From an optimization exercise on the open Yosys and OpenROAD flow, aimed at a short achievable clock period and few clock cycles per item; shortcuts taken in it are not production practice. In this exercise RTL edits were held to simulation tests only and were not proved equivalent to the original.

== before ==
// pulsing_led_level_controller_unit
module pulsing_led_level_controller_unit (
  input  logic        clk_i,
  input  logic        rst_ni,
  input  logic        in_valid,
  output logic        in_ready,
  input  logic [1:0]  in_command,
  input  logic [31:0] in_now_ms,
  input  logic [31:0] in_last_point_ms,
  input  logic [7:0]  in_red,
  input  logic [7:0]  in_green,
  input  logic [7:0]  in_blue,
  output logic        out_valid,
  input  logic        out_ready,
  output logic [17:0] out_level,
  output logic        out_pulsing,
  output logic [7:0]  out_red,
  output logic [7:0]  out_green,
  output logic [7:0]  out_blue,
  input  logic        psel,
  input  logic        penable,
  input  logic        pwrite,
  input  logic [3:0]  paddr,
  input  logic [31:0] pwdata,
  output logic [31:0] prdata,
  output logic        pready
);
Size: about 19000 cells after synthesis, ~3600 flip-flops, ~210 I/O pins, about 220000 sq um of cells after synthesis.
export LEC_CHECK = 0
export CAP_MARGIN = 20
export CORE_MARGIN = 2
export CORE_UTILIZATION = 40
export SLEW_MARGIN = 20
create_clock -name core_clock -period 11.0 [get_ports {clk_i}]
standard.sh (not shown) runs the stock make flow with config.mk's settings and CLKGATE_MAP_FILE= SYNTH_SCRIPT=/design/flow/synth_recipe.tcl, a recipe that flattens the netlist after the stock synthesis.
==> flow/flow/run.sh <==
#!/bin/bash
set -uo pipefail
bash standard.sh SETUP_SLACK_MARGIN=7.3 finish > orfs_make.log 2>&1
Testbench counts of before, summed over its fixed seeds: cycles 10,176, items 9,600.
> inputs changed (before -> after)
Settings: PLACE_DENSITY now 0.72, previously not set; CORE_UTILIZATION now 60, was 40.
Results
- Summary of after over before: setup slack of the worst register-to-register path decreased by 60 ps relative to the old numbers, total stage count of the critical path rose by 18, count of clock-buffer cells in the layout went down.
- after improves on before in minimum clock period.
- Share of synthesized area occupied by flip-flops and latches came out exactly the same in after and before.
- | total number of multi-input combinational cells | before vs after | ≈ equal |
- before leaves less setup margin than after.

* * *

pulsing_led_level_controller_unit, a different RTL version from the one above (not shown whole).
Size in the first run: roughly 20,000 cells after synthesis, roughly 220,000 sq um of cells after synthesis.
==> flow/config.mk <==
export PLATFORM = sky130hd
export DESIGN_NAME = pulsing_led_level_controller_unit
export DESIGN_NICKNAME = pulsing_led_level_controller_unit
export VERILOG_FILES = /design/flow/design.v
export SDC_FILE = /design/flow/constraint.sdc
export NUM_CORES = 4
export LEC_CHECK = 0
export CAP_MARGIN = 20
export CORE_MARGIN = 2
export CORE_UTILIZATION = 40
export SLEW_MARGIN = 20
==> flow/constraint.sdc <==
create_clock -name core_clock -period 11.0 [get_ports {clk_i}]
set_input_delay 2.2000 -clock core_clock [delete_from_list [all_inputs] [get_ports {clk_i}]]
set_output_delay 2.2000 -clock core_clock [all_outputs]
set_load 0.01 [all_outputs]
Scripts as last shown in full above: flow/flow/run.sh
Testbench counts at the start, summed over its fixed seeds: cycles 10,176, items 9,600.
Rerun with:
CTS_CLUSTER_DIAMETER = 60   (was not set)
CTS_CLUSTER_SIZE = 30   (was not set)
After rerunning:
- The new run completed without violations
- sequential share of layout area stays flat
- wire length barely changes
- setup slack improves by 5.4 ps
- non-clock buffer count is higher by 21
- area after synthesis stays the same
- critical path depth stays the same
- clock skew went down by 32 ps
- core utilization stays flat
- fmax hardly moves
- hold slack is better by 35 ps
- design area hardly moves

* * *

the baseline:
pulsing_led_level_controller_unit, a different RTL version from the one above (not shown whole).
Size in the first run: ~20000 cells after synthesis, roughly 210 I/O pins.
make LEC_CHECK=0 CAP_MARGIN=20 CORE_MARGIN=2 CORE_UTILIZATION=40 SETUP_SLACK_MARGIN=5 SLEW_MARGIN=20 finish   # period 11.0 ns
run.sh (not shown) runs the stock make flow with config.mk's settings and CLKGATE_MAP_FILE= SYNTH_SCRIPT=/design/flow/synth_recipe.tcl, a recipe that flattens the netlist after the stock synthesis.
Stock flow here: none of the scripts above is used.
Testbench counts of the baseline, summed over its fixed seeds: cycles 10,128, items 9,600.
The following lists how the candidate was set up differently from the baseline:
- SETUP_SLACK_MARGIN removed (was 5)
==> flow/flow/run.sh (new file) <==
#!/bin/bash
set -uo pipefail
bash standard.sh SETUP_SLACK_MARGIN=7.3 finish > orfs_make.log 2>&1
==> flow/standard.sh (new file) <==
#!/bin/bash
# synth_recipe.tcl (not shown) runs the flow's synth.tcl, then flattens the netlist and writes it again
# the make line also repeats each setting of config.mk as NAME=value (left out here)
make -C /OpenROAD-flow-scripts/flow DESIGN_CONFIG=/design/flow/config.mk WORK_HOME=/design/flow/orfs CLKGATE_MAP_FILE= SYNTH_SCRIPT=/design/flow/synth_recipe.tcl "${@:-finish}"
removed: flow/run.sh
Results
- The CTS H-tree depth of the candidate and that of the baseline are within noise of each other.
- The endpoint of the most critical setup path comes out km31[18] in one run and km27[18] in the other, namely in the candidate and the baseline respectively.
- In the candidate the post-route clock skew turned out 26 ps lower than in the baseline.
- The candidate against the baseline; summed area of non-filler cells in the final layout is up by more than 10%.
- Taking the baseline as the reference point, the source-to-sink clock delay at the later pin of the worst-skew pair of the candidate rises by 20 ps.

-- separate check: timing with driven ports --
The flow's constraints put no driver on any port. The routed layouts listed below were extracted and timed again, unchanged, in two steps.
Step 1 sets driving cells, clkbuf_16 on the clock port and buf_2 on the other inputs (assumed; they add their load-dependent delay and slew).
Step 2 adds t to the input delays and takes it off the output delays; t is the mean of the earliest and latest rising clock arrival at the registers after step 1. Input paths then give back, and output paths get back, about the clock's delay inside the block.
Slacks: no drivers / after step 1 / after step 2; pairs: no drivers / after step 1.
run | shift t [ns] | setup slack, ns | slew at the worst register clock pin (ns) | pins driven straight from the clock port
before | 1.133 | 6.993 / 6.864 / 6.278 | 0.07 / 0.07 | 1
after | 1.071 | 7.000 / 6.948 / 6.299 | 0.07 / 0.07 | 1
the first run of note 2 | 1.162 | 6.864 / 6.864 / 6.247 | 0.08 / 0.08 | 1
the second run of note 2 | 1.138 | 6.869 / 6.869 / 6.244 | 0.10 / 0.10 | 1
the baseline | 1.085 | 5.255 / 5.255 / 5.255 | 0.08 / 0.08 | 1
the candidate | 1.108 | 6.442 / 6.442 / 6.412 | 0.08 / 0.08 | 1
After both steps every run listed still meets setup and hold. For before, which loses most, drivers alone change the setup slack by -0.129 ns; drivers and shift together by -0.715 ns.
